Context: an optimization exercise on an open-source flow, tuned for small area, a short achievable clock period and few clock cycles per item. The choices shown serve that exercise and are no tape-out recipe.
Power figures rest on the tool's default switching activity, not on a simulated workload.

==> inputs of run M <==
==> flow/design.v <==
package mpat_pkg;
  localparam int ZERO_W   = 12;
  localparam int GAIN_W   = 16;
  localparam int DEG_W    = 9;
  localparam int THR_W    = 12;
  localparam int STAGE_W  = 4;
  localparam int OUT_W    = 12;
  localparam int ANGLE_W  = 22;
  localparam int FRAC_W   = 8;
  localparam int APB_DATA_W = 32;
  localparam int APB_ADDR_W = 5;
  localparam int REG_IDX_W  = 3;
  localparam logic [REG_IDX_W-1:0] REG_ZERO_CODE      = 3'd0;
  localparam logic [REG_IDX_W-1:0] REG_GAIN_Q16       = 3'd1;
  localparam logic [REG_IDX_W-1:0] REG_STAGE_DEGREES  = 3'd2;
  localparam logic [REG_IDX_W-1:0] REG_ANGLE_OFFSET   = 3'd3;
  localparam logic [REG_IDX_W-1:0] REG_JUMP_THRESHOLD = 3'd4;
  localparam logic [REG_IDX_W-1:0] REG_MAX_STAGE      = 3'd5;
  localparam logic [ZERO_W-1:0]  RST_ZERO_CODE      = 12'd427;
  localparam logic [GAIN_W-1:0]  RST_GAIN_Q16       = 16'd2376;
  localparam logic [DEG_W-1:0]   RST_STAGE_DEGREES  = 9'd120;
  localparam logic [DEG_W-1:0]   RST_ANGLE_OFFSET   = 9'd55;
  localparam logic [THR_W-1:0]   RST_JUMP_THRESHOLD = 12'd2200;
  localparam logic [STAGE_W-1:0] RST_MAX_STAGE      = 4'd4;
  typedef struct packed {
    logic [ZERO_W-1:0]  zero_code;
    logic [GAIN_W-1:0]  gain_q16;
    logic [DEG_W-1:0]   stage_degrees;
    logic [DEG_W-1:0]   angle_offset;
    logic [THR_W-1:0]   jump_threshold;
    logic [STAGE_W-1:0] max_stage;
  } cfg_t;
endpackage
module multiturn_polar_angle_tracker #(
  parameter int SAMPLES_PER_AVERAGE = 5,
  parameter int SAMPLE_BITS         = 12
) (
  input  logic                                  clk,
  input  logic                                  rst,
  input  logic                                  psel,
  input  logic                                  penable,
  input  logic                                  pwrite,
  input  logic [mpat_pkg::APB_ADDR_W-1:0]       paddr,
  input  logic [mpat_pkg::APB_DATA_W-1:0]       pwdata,
  output logic [mpat_pkg::APB_DATA_W-1:0]       prdata,
  output logic                                  pready,
  input  logic [SAMPLE_BITS-1:0]                sample,
  input  logic                                  sample_valid,
  output logic                                  sample_stall,
  output logic signed [mpat_pkg::ANGLE_W-1:0]   angle_q8,
  output logic [mpat_pkg::STAGE_W-1:0]          stage,
  output logic [mpat_pkg::OUT_W-1:0]            average,
  output logic [mpat_pkg::OUT_W-1:0]            max_seen,
  output logic [mpat_pkg::OUT_W-1:0]            min_seen,
  output logic                                  result_valid,
  input  logic                                  result_stall
);
  logic [11:0] r_zero;
  logic [15:0] r_gain;
  logic [8:0]  r_deg;
  logic [8:0]  r_off;
  logic [11:0] r_thr;
  logic [3:0]  r_max;
  logic [2:0]  idx;
  logic        wr;
  assign idx    = paddr[4:2];
  assign wr     = psel && penable && pwrite;
  assign pready = 1'b1;
  always_ff @(posedge clk) begin
    if (rst) begin
      r_zero <= mpat_pkg::RST_ZERO_CODE;
      r_gain <= mpat_pkg::RST_GAIN_Q16;
      r_deg  <= mpat_pkg::RST_STAGE_DEGREES;
      r_off  <= mpat_pkg::RST_ANGLE_OFFSET;
      r_thr  <= mpat_pkg::RST_JUMP_THRESHOLD;
      r_max  <= mpat_pkg::RST_MAX_STAGE;
    end else if (wr) begin
      case (idx)
        3'd0:    r_zero <= pwdata[11:0];
        3'd1:    r_gain <= pwdata[15:0];
        3'd2:    r_deg  <= pwdata[8:0];
        3'd3:    r_off  <= pwdata[8:0];
        3'd4:    r_thr  <= pwdata[11:0];
        3'd5:    r_max  <= pwdata[3:0];
        default: ;
      endcase
    end
  end
  always_comb begin
    case (idx)
      3'd0:    prdata = {20'd0, r_zero};
      3'd1:    prdata = {16'd0, r_gain};
      3'd2:    prdata = {23'd0, r_deg};
      3'd3:    prdata = {23'd0, r_off};
      3'd4:    prdata = {20'd0, r_thr};
      3'd5:    prdata = {28'd0, r_max};
      default: prdata = '0;
    endcase
  end
  logic [13:0] acc;
  logic [2:0]  cnt;
  logic        take;
  logic        last;
  logic [14:0] acc_sum;
  assign take    = sample_valid && !sample_stall;
  assign last    = (cnt == 3'd4);
  assign acc_sum = {1'b0, acc} + {3'b0, sample};
  always_ff @(posedge clk) begin
    if (rst) begin
      acc <= '0;
      cnt <= '0;
    end else if (take) begin
      if (last) begin
        acc <= '0;
        cnt <= '0;
      end else begin
        acc <= acc_sum[13:0];
        cnt <= cnt + 3'd1;
      end
    end
  end
  logic [14:0] sq;
  logic        s_full;
  logic        s_half;
  logic        s_mean;
  logic        d_done;
  logic        t_done;
  logic [11:0] mean;
  function automatic logic [3:0] d5step(input logic [2:0] r, input logic b);
    logic       q;
    logic [2:0] n;
    q    = r[2] | (r[1] & (r[0] | b));
    n[0] = r[2] ? ~b : (r[1] ? (r[0] & ~b) : b);
    n[1] = r[2] ? ~b : (r[1] ? (r[0] & b) : r[0]);
    n[2] = r[2] ? b : (r[1] & ~r[0] & ~b);
    d5step = {q, n};
  endfunction
  logic [14:0] div_a;
  logic [14:0] div_b;
  always_comb begin
    logic [2:0] r;
    logic [3:0] o;
    logic [4:0] qa;
    logic [6:0] qb;
    r  = {1'b0, sq[14:13]};
    qa = '0;
    for (int i = 12; i >= 7; i--) begin
      o = d5step(r, sq[i]);
      if (i <= 11) qa[i - 7] = o[3];
      r = o[2:0];
    end
    div_a = {r, qa, sq[6:0]};
    r  = sq[14:12];
    qb = '0;
    for (int i = 6; i >= 0; i--) begin
      o = d5step(r, sq[i]);
      qb[i] = o[3];
      r = o[2:0];
    end
    div_b = {3'b0, sq[11:7], qb};
  end
  assign mean = sq[11:0];
  logic [11:0] avg_q;
  logic [3:0]  stg_q;
  logic [11:0] max_q;
  logic [11:0] min_q;
  logic [21:0] ang_q;
  logic        rv_q;
  logic        out_busy;
  logic        acc_res;
  logic        out_free;
  logic        do_trk;
  logic        do_load;
  logic        do_fin;
  assign acc_res  = rv_q && !result_stall;
  assign out_free = !out_busy || acc_res;
  logic [13:0] up_s;
  logic [13:0] up_c;
  logic [13:0] dn_s;
  logic [13:0] dn_c;
  logic [13:0] up_y;
  logic [13:0] dn_y;
  logic        up;
  logic        down;
  logic [12:0] gt_y;
  logic [12:0] lt_y;
  logic        new_max;
  logic        new_min;
  logic [4:0]  step;
  logic [3:0]  stg_next;
  always_comb begin
    logic [13:0] p;
    logic [13:0] m;
    logic [13:0] np;
    logic [13:0] nm;
    logic [13:0] nt;
    p  = {2'b0, avg_q};
    m  = {2'b0, mean};
    np = ~p;
    nm = ~m;
    nt = ~{2'b0, r_thr};
    for (int i = 0; i < 14; i++) begin
      up_s[i] = p[i] ^ nm[i] ^ nt[i];
      dn_s[i] = m[i] ^ np[i] ^ nt[i];
    end
    up_c[0] = 1'b1;
    dn_c[0] = 1'b1;
    for (int i = 1; i < 14; i++) begin
      up_c[i] = (p[i-1] & nm[i-1]) | (p[i-1] & nt[i-1]) | (nm[i-1] & nt[i-1]);
      dn_c[i] = (m[i-1] & np[i-1]) | (m[i-1] & nt[i-1]) | (np[i-1] & nt[i-1]);
    end
  end
  assign up_y    = up_s + up_c;
  assign dn_y    = dn_s + dn_c;
  assign up      = !up_y[13];
  assign down    = !dn_y[13];
  assign gt_y    = {1'b0, mean} + {1'b0, ~max_q};
  assign lt_y    = {1'b0, min_q} + {1'b0, ~mean};
  assign new_max = gt_y[12];
  assign new_min = lt_y[12];
  always_comb begin
    if (up) begin
      step = {1'b0, stg_q} + 5'd1;
    end else if (down) begin
      step = {1'b0, stg_q} - 5'd1;
    end else begin
      step = {1'b0, stg_q};
    end
    if (step > {1'b0, r_max}) begin
      stg_next = '0;
    end else begin
      stg_next = step[3:0];
    end
  end
  logic signed [16:0] a_q;
  logic [13:0]        d_q;
  logic [7:0]         l_q;
  logic [1:0]         m_cnt;
  logic               m_busy;
  logic               m_done;
  logic               m_idle;
  logic [12:0]        dval;
  logic [6:0]         dneg;
  logic [16:0]        a_init;
  assign dval = {1'b0, mean} - {1'b0, r_zero};
  always_comb begin
    logic [15:0] dx;
    dx = {dval[12], dval[12], dval, 1'b0};
    for (int j = 0; j < 7; j++) begin
      dneg[j] = dx[2*j+2] & ~(dx[2*j+1] & dx[2*j]);
    end
    a_init     = '0;
    a_init[0]  = dneg[0];
    a_init[2]  = dneg[1];
    a_init[4]  = dneg[2];
    a_init[6]  = dneg[3];
    a_init[7]  = 1'b1;
    a_init[8]  = dneg[4];
    a_init[10] = dneg[5];
    a_init[12] = ~dneg[6];
    a_init[13] = dneg[6];
  end
  assign m_idle  = !m_busy && (!m_done || do_fin);
  assign do_load = s_full && s_mean && !d_done && m_idle;
  assign do_trk  = s_full && s_mean && !t_done && out_free;
  assign do_fin  = m_done && out_busy && !rv_q;
  logic [20:0] row0;
  logic [20:0] row1;
  logic [20:0] cs_s;
  logic [20:0] cs_c;
  logic [20:0] tsum;
  always_comb begin
    logic [2:0]  b0;
    logic [2:0]  b1;
    logic        one0;
    logic        two0;
    logic        neg0;
    logic        one1;
    logic        two1;
    logic        neg1;
    logic [17:0] g1;
    logic [17:0] g2;
    logic [20:0] a;
    b0   = d_q[2:0];
    b1   = d_q[4:2];
    one0 = b0[1] ^ b0[0];
    two0 = (b0[2] & ~b0[1] & ~b0[0]) | (~b0[2] & b0[1] & b0[0]);
    neg0 = b0[2] & ~(b0[1] & b0[0]);
    one1 = b1[1] ^ b1[0];
    two1 = (b1[2] & ~b1[1] & ~b1[0]) | (~b1[2] & b1[1] & b1[0]);
    neg1 = b1[2] & ~(b1[1] & b1[0]);
    g1   = {2'b0, r_gain};
    g2   = {1'b0, r_gain, 1'b0};
    for (int i = 0; i < 18; i++) begin
      row0[i]     = ((one0 & g1[i]) | (two0 & g2[i])) ^ neg0;
      row1[i + 2] = ((one1 & g1[i]) | (two1 & g2[i])) ^ neg1;
    end
    row0[20:18] = {3{neg0}};
    row1[1:0]   = 2'b00;
    row1[20]    = neg1;
    if (m_cnt == 2'd3) begin
      row1 = ~{8'b0, r_off, 4'b0};
    end
    a = 21'(a_q);
    for (int i = 0; i < 21; i++) begin
      cs_s[i] = a[i] ^ row0[i] ^ row1[i];
    end
    cs_c[0] = 1'b0;
    for (int i = 1; i < 21; i++) begin
      cs_c[i] = (a[i-1] & row0[i-1]) | (a[i-1] & row1[i-1]) | (row0[i-1] & row1[i-1]);
    end
  end
  assign tsum = cs_s + cs_c;
  logic [14:0] fin;
  always_comb begin
    logic [14:0] r [4];
    logic [14:0] s1;
    logic [14:0] c1;
    logic [14:0] s2;
    logic [14:0] c2;
    logic [14:0] s3;
    logic [14:0] c3;
    logic [14:0] a;
    for (int j = 0; j < 4; j++) begin
      r[j] = stg_q[j] ? (15'(r_deg) << j) : 15'd0;
    end
    a = 15'(a_q);
    for (int i = 0; i < 15; i++) begin
      s1[i] = a[i] ^ r[0][i] ^ r[1][i];
    end
    c1[0] = 1'b0;
    for (int i = 1; i < 15; i++) begin
      c1[i] = (a[i-1] & r[0][i-1]) | (a[i-1] & r[1][i-1]) | (r[0][i-1] & r[1][i-1]);
    end
    for (int i = 0; i < 15; i++) begin
      s2[i] = s1[i] ^ c1[i] ^ r[2][i];
    end
    c2[0] = 1'b0;
    for (int i = 1; i < 15; i++) begin
      c2[i] = (s1[i-1] & c1[i-1]) | (s1[i-1] & r[2][i-1]) | (c1[i-1] & r[2][i-1]);
    end
    for (int i = 0; i < 15; i++) begin
      s3[i] = s2[i] ^ c2[i] ^ r[3][i];
    end
    c3[0] = 1'b0;
    for (int i = 1; i < 15; i++) begin
      c3[i] = (s2[i-1] & c2[i-1]) | (s2[i-1] & r[3][i-1]) | (c2[i-1] & r[3][i-1]);
    end
    fin = s3 + c3;
  end
  logic [2:0] cnt_next;
  logic       s_full_next;
  always_comb begin
    cnt_next = cnt;
    if (take) cnt_next = last ? 3'd0 : cnt + 3'd1;
    s_full_next = s_full;
    if (s_full && (d_done || do_load) && (t_done || do_trk)) s_full_next = 1'b0;
    if (take && last) s_full_next = 1'b1;
  end
  always_ff @(posedge clk) begin
    if (rst) begin
      s_full       <= 1'b0;
      s_half       <= 1'b0;
      s_mean       <= 1'b0;
      d_done       <= 1'b0;
      t_done       <= 1'b0;
      sample_stall <= 1'b0;
      m_busy       <= 1'b0;
      m_done       <= 1'b0;
      m_cnt        <= '0;
      rv_q         <= 1'b0;
      out_busy     <= 1'b0;
      avg_q        <= '0;
      stg_q        <= '0;
      max_q        <= '0;
      min_q        <= '1;
    end else begin
      s_full       <= s_full_next;
      sample_stall <= (cnt_next == 3'd4) && s_full_next;
      if (take && last) begin
        s_half <= 1'b0;
        s_mean <= 1'b0;
        d_done <= 1'b0;
        t_done <= 1'b0;
      end else begin
        if (s_full) s_half <= 1'b1;
        if (s_full && s_half) s_mean <= 1'b1;
        if (do_load) d_done <= 1'b1;
        if (do_trk) t_done <= 1'b1;
      end
      if (do_load) begin
        m_busy <= 1'b1;
        m_cnt  <= '0;
      end else if (m_busy) begin
        m_cnt <= m_cnt + 2'd1;
        if (m_cnt == 2'd3) begin
          m_busy <= 1'b0;
          m_done <= 1'b1;
        end
      end
      if (do_fin) m_done <= 1'b0;
      if (do_fin) rv_q <= 1'b1;
      else if (acc_res) rv_q <= 1'b0;
      if (do_trk) out_busy <= 1'b1;
      else if (acc_res) out_busy <= 1'b0;
      if (do_trk) begin
        avg_q <= mean;
        stg_q <= stg_next;
        if (new_max) max_q <= mean;
        if (new_min) min_q <= mean;
      end
    end
  end
  always_ff @(posedge clk) begin
    if (take && last) begin
      sq <= acc_sum;
    end else if (s_full && !s_half) begin
      sq <= div_a;
    end else if (s_full && !s_mean) begin
      sq <= div_b;
    end
    if (do_load) begin
      a_q <= a_init;
      d_q <= {dval, 1'b0};
    end else if (m_busy) begin
      a_q <= tsum[20:4];
      d_q <= {{4{d_q[13]}}, d_q[13:4]};
      l_q <= {tsum[3:0], l_q[7:4]};
    end
    if (do_fin) begin
      if (!fin[14] && fin[13]) ang_q <= 22'h1fffff;
      else ang_q <= {fin[13:0], l_q};
    end
  end
  assign angle_q8     = ang_q;
  assign stage        = stg_q;
  assign average      = avg_q;
  assign max_seen     = max_q;
  assign min_seen     = min_q;
  assign result_valid = rv_q;
endmodule
==> flow/run.sh <==
#!/bin/bash
# synth_recipe.tcl (not shown) runs the flow's synth.tcl, then flattens the netlist and writes it again
# the make line also repeats each setting of config.mk as NAME=value (left out here)
make -C /OpenROAD-flow-scripts/flow DESIGN_CONFIG=/design/flow/config.mk WORK_HOME=/design/flow/orfs CLKGATE_MAP_FILE= SYNTH_SCRIPT=/design/flow/synth_recipe.tcl finish
==> flow/config.mk <==
export PLATFORM = sky130hd
export DESIGN_NAME = multiturn_polar_angle_tracker
export DESIGN_NICKNAME = multiturn_polar_angle_tracker
export VERILOG_FILES = /design/flow/design.v
export SDC_FILE = /design/flow/constraint.sdc
export NUM_CORES = 4
export LEC_CHECK = 0
export CAP_MARGIN = 20
export CORE_MARGIN = 2
export CORE_UTILIZATION = 40
export SETUP_SLACK_MARGIN = 3.0
export SLEW_MARGIN = 20
==> flow/constraint.sdc <==
create_clock -name core_clock -period 7.0 [get_ports {clk}]
set_input_delay 1.4000 -clock core_clock [delete_from_list [all_inputs] [get_ports {clk}]]
set_output_delay 1.4000 -clock core_clock [all_outputs]
set_load 0.01 [all_outputs]
==> run X (differences from run M) <==
--- a/flow/design.v
+++ b/flow/design.v
@@ -165,5 +165,4 @@
   logic [11:0] max_q;
   logic [11:0] min_q;
-  logic [21:0] ang_q;
   logic        rv_q;
   logic        out_busy;
@@ -172,5 +171,4 @@
   logic        do_trk;
   logic        do_load;
-  logic        do_fin;
   assign acc_res  = rv_q && !result_stall;
   assign out_free = !out_busy || acc_res;
@@ -238,5 +236,4 @@
   logic [1:0]         m_cnt;
   logic               m_busy;
-  logic               m_done;
   logic               m_idle;
   logic [12:0]        dval;
@@ -258,11 +255,12 @@
     a_init[8]  = dneg[4];
     a_init[10] = dneg[5];
-    a_init[12] = ~dneg[6];
-    a_init[13] = dneg[6];
+    a_init[12] = dneg[6];
   end
-  assign m_idle  = !m_busy && (!m_done || do_fin);
+  assign m_idle  = !m_busy && (!rv_q || acc_res);
   assign do_load = s_full && s_mean && !d_done && m_idle;
   assign do_trk  = s_full && s_mean && !t_done && out_free;
-  assign do_fin  = m_done && out_busy && !rv_q;
+  logic trk_d;
+  logic m_go;
+  assign m_go = (m_cnt != 2'd3) || (out_busy && !trk_d);
   logic [20:0] row0;
   logic [20:0] row1;
@@ -300,5 +298,5 @@
     row1[20]    = neg1;
     if (m_cnt == 2'd3) begin
-      row1 = ~{8'b0, r_off, 4'b0};
+      row1 = {{3{x_q[13]}}, x_q, 4'b0};
     end
     a = 21'(a_q);
@@ -312,40 +310,43 @@
   end
   assign tsum = cs_s + cs_c;
-  logic [14:0] fin;
+  logic [13:0] x_q;
+  logic [13:0] x_next;
   always_comb begin
-    logic [14:0] r [4];
-    logic [14:0] s1;
-    logic [14:0] c1;
-    logic [14:0] s2;
-    logic [14:0] c2;
-    logic [14:0] s3;
-    logic [14:0] c3;
-    logic [14:0] a;
+    logic [13:0] r [5];
+    logic [13:0] s1;
+    logic [13:0] c1;
+    logic [13:0] s2;
+    logic [13:0] c2;
+    logic [13:0] s3;
+    logic [13:0] c3;
     for (int j = 0; j < 4; j++) begin
-      r[j] = stg_q[j] ? (15'(r_deg) << j) : 15'd0;
+      r[j] = stg_q[j] ? (14'(r_deg) << j) : 14'd0;
     end
-    a = 15'(a_q);
-    for (int i = 0; i < 15; i++) begin
-      s1[i] = a[i] ^ r[0][i] ^ r[1][i];
+    r[4] = ~{5'b0, r_off};
+    for (int i = 0; i < 14; i++) begin
+      s1[i] = r[4][i] ^ r[0][i] ^ r[1][i];
     end
-    c1[0] = 1'b0;
-    for (int i = 1; i < 15; i++) begin
-      c1[i] = (a[i-1] & r[0][i-1]) | (a[i-1] & r[1][i-1]) | (r[0][i-1] & r[1][i-1]);
+    c1[0] = 1'b1;
+    for (int i = 1; i < 14; i++) begin
+      c1[i] = (r[4][i-1] & r[0][i-1]) | (r[4][i-1] & r[1][i-1]) | (r[0][i-1] & r[1][i-1]);
     end
-    for (int i = 0; i < 15; i++) begin
+    for (int i = 0; i < 14; i++) begin
       s2[i] = s1[i] ^ c1[i] ^ r[2][i];
     end
     c2[0] = 1'b0;
-    for (int i = 1; i < 15; i++) begin
+    for (int i = 1; i < 14; i++) begin
       c2[i] = (s1[i-1] & c1[i-1]) | (s1[i-1] & r[2][i-1]) | (c1[i-1] & r[2][i-1]);
     end
-    for (int i = 0; i < 15; i++) begin
+    for (int i = 0; i < 14; i++) begin
       s3[i] = s2[i] ^ c2[i] ^ r[3][i];
     end
     c3[0] = 1'b0;
-    for (int i = 1; i < 15; i++) begin
+    for (int i = 1; i < 14; i++) begin
       c3[i] = (s2[i-1] & c2[i-1]) | (s2[i-1] & r[3][i-1]) | (c2[i-1] & r[3][i-1]);
     end
-    fin = s3 + c3;
+    x_next = s3 + c3;
+  end
+  always_ff @(posedge clk) begin
+    x_q <= x_next;
   end
   logic [2:0] cnt_next;
@@ -367,6 +368,6 @@
       sample_stall <= 1'b0;
       m_busy       <= 1'b0;
-      m_done       <= 1'b0;
       m_cnt        <= '0;
+      trk_d        <= 1'b0;
       rv_q         <= 1'b0;
       out_busy     <= 1'b0;
@@ -392,13 +393,12 @@
         m_busy <= 1'b1;
         m_cnt  <= '0;
-      end else if (m_busy) begin
+      end else if (m_busy && m_go) begin
         m_cnt <= m_cnt + 2'd1;
         if (m_cnt == 2'd3) begin
           m_busy <= 1'b0;
-          m_done <= 1'b1;
         end
       end
-      if (do_fin) m_done <= 1'b0;
-      if (do_fin) rv_q <= 1'b1;
+      trk_d <= do_trk;
+      if (m_busy && m_go && m_cnt == 2'd3) rv_q <= 1'b1;
       else if (acc_res) rv_q <= 1'b0;
       if (do_trk) out_busy <= 1'b1;
@@ -423,15 +423,11 @@
       a_q <= a_init;
       d_q <= {dval, 1'b0};
-    end else if (m_busy) begin
+    end else if (m_busy && m_go) begin
       a_q <= tsum[20:4];
       d_q <= {{4{d_q[13]}}, d_q[13:4]};
       l_q <= {tsum[3:0], l_q[7:4]};
     end
-    if (do_fin) begin
-      if (!fin[14] && fin[13]) ang_q <= 22'h1fffff;
-      else ang_q <= {fin[13:0], l_q};
-    end
   end
-  assign angle_q8     = ang_q;
+  assign angle_q8     = (!a_q[14] && a_q[13]) ? 22'h1fffff : {a_q[13:0], l_q};
   assign stage        = stg_q;
   assign average      = avg_q;
==> flow/flow/run.sh (new file) <==
#!/bin/bash
# Layout flow: the standard ORFS flow, with one change in synthesis: the
# ABC technology-mapping script is an area-oriented one (area.abc) instead of
# ORFS's speed script. Everything else (register mapping, flattening, renaming,
# floorplan, placement, CTS, routing) is the standard flow, run through
# standard.sh with its own make arguments.
set -euo pipefail
here=$(pwd)
# synthesis body: ORFS synth.tcl with the abc script argument replaced
sed 's#^source \$::env(SCRIPTS_DIR)/synth_preamble.tcl#source $::env(SCRIPTS_DIR)/synth_preamble.tcl\nset abc_args [lreplace $abc_args 1 1 $::env(MY_ABC_SCRIPT)]#' \
  "$FLOW_HOME/scripts/synth.tcl" > "$here/my_synth_body.tcl"
grep -q 'MY_ABC_SCRIPT' "$here/my_synth_body.tcl"
# The standard flow's synthesis wrapper, sourcing that body instead of ORFS's synth.tcl
sed "s#source \$::env(SCRIPTS_DIR)/synth.tcl#source $here/my_synth_body.tcl#" \
  "$here/synth_recipe.tcl" > "$here/my_synth.tcl"
grep -q 'my_synth_body.tcl' "$here/my_synth.tcl"
# standard.sh with the synthesis script swapped
sed "s#SYNTH_SCRIPT=[^ ]*#SYNTH_SCRIPT=$here/my_synth.tcl#" "$here/standard.sh" > "$here/my_standard.sh"
grep -q 'my_synth.tcl' "$here/my_standard.sh"
export MY_ABC_SCRIPT="$here/flow/area.abc"
bash "$here/my_standard.sh" > "$here/flow.log" 2>&1
==> flow/flow/area.abc (new file) <==
&get -n
&st
&dch
&nf
&put
==> flow/standard.sh (new file) <==
#!/bin/bash
# synth_recipe.tcl (not shown) runs the flow's synth.tcl, then flattens the netlist and writes it again
# the make line also repeats each setting of config.mk as NAME=value (left out here)
make -C /OpenROAD-flow-scripts/flow DESIGN_CONFIG=/design/flow/config.mk WORK_HOME=/design/flow/orfs CLKGATE_MAP_FILE= SYNTH_SCRIPT=/design/flow/synth_recipe.tcl "${@:-finish}"
SETUP_SLACK_MARGIN = 3.5   (was 3.0)
removed: flow/run.sh
==> summary of the runs <==
- Worst setup slack: run X is higher than run M (0.072 ns).
- Of run M and run X, run M has the higher synthesized cell count (gap about 17%, measured against run X).
- In run M the register-to-register slack is lower than in run X, by 0.07 ns.
- Against run X, the clock-buffer cell count of run M is higher by 11.
- Maximum frequency: run M is smaller than run X (about 1.6%).
- Core utilization: run X is higher than run M (4.3 points).
- Of run M and run X, run X has the higher combinational power (gap 41%, measured against run X).
- Final cell count: run M is higher than run X (8.8%).
==> figures <==
metric	run X	run M
Status	finished clean	finished clean
Stage delay of the slowest cell on the critical path	0.55 ns	0.51 ns
Count of state elements after synthesis	199	207
Reg2reg end	stg_q[1]$_SDFFE_PP0P_	ang_q[18]$_SDFFCE_PP1P_
Final std cells w/o fill	2313	2517
Fraction of area in non-clock buffers	13.76%	10.94%
Post-CTS setup buffer count	88	55
Repair and plain buffers	277	225
Synth Area in Compound Gates	20.82%	19.18%
Pin count of the biggest net entering global routing	53	103
Post-Syn Area	13710 µm²	15850 µm²
Most used cell along the critical path	o21ai_1	fa_1
Number of antenna violations at the first check in global routing	2	0
Flip-flop and latch area	4432 µm²	4823 µm²
Max transition margin	30.35%	24.56%
Clock latency on the worst-skew pair	0.46 ns	0.54 ns
Crit-path max FO	3	5
Function was not checked in any run of this note: the RTL went through the layout flow alone.

## static timing again, ports no longer ideal
In the flow no input, the clock included, has a driving cell. The finished layouts below were timed again as built, in two steps.
Step 1: set_driving_cell puts a clkbuf_16 on clk and a buf_2 on each other input, an assumption about the parent block.
Step 2 also shifts input and output timing later by t, the mid clock arrival at the registers, as if the neighbouring blocks saw the same clock.
Three values: ideal, step 1, step 2; two values: the first two.
run | t (ns) | slack for setup (ns) | hold WS [ns]
run M | 0.586 | 2.644 / 2.644 / 2.627 | 0.440 / 0.440 / 0.440
run X | 0.502 | 2.716 / 2.716 / 2.716 | 0.447 / 0.447 / 0.447
After both steps every run listed still meets setup and hold. The setup slack of run M, which loses most, moves by 0.000 ns with the drivers and by -0.017 ns with both steps.
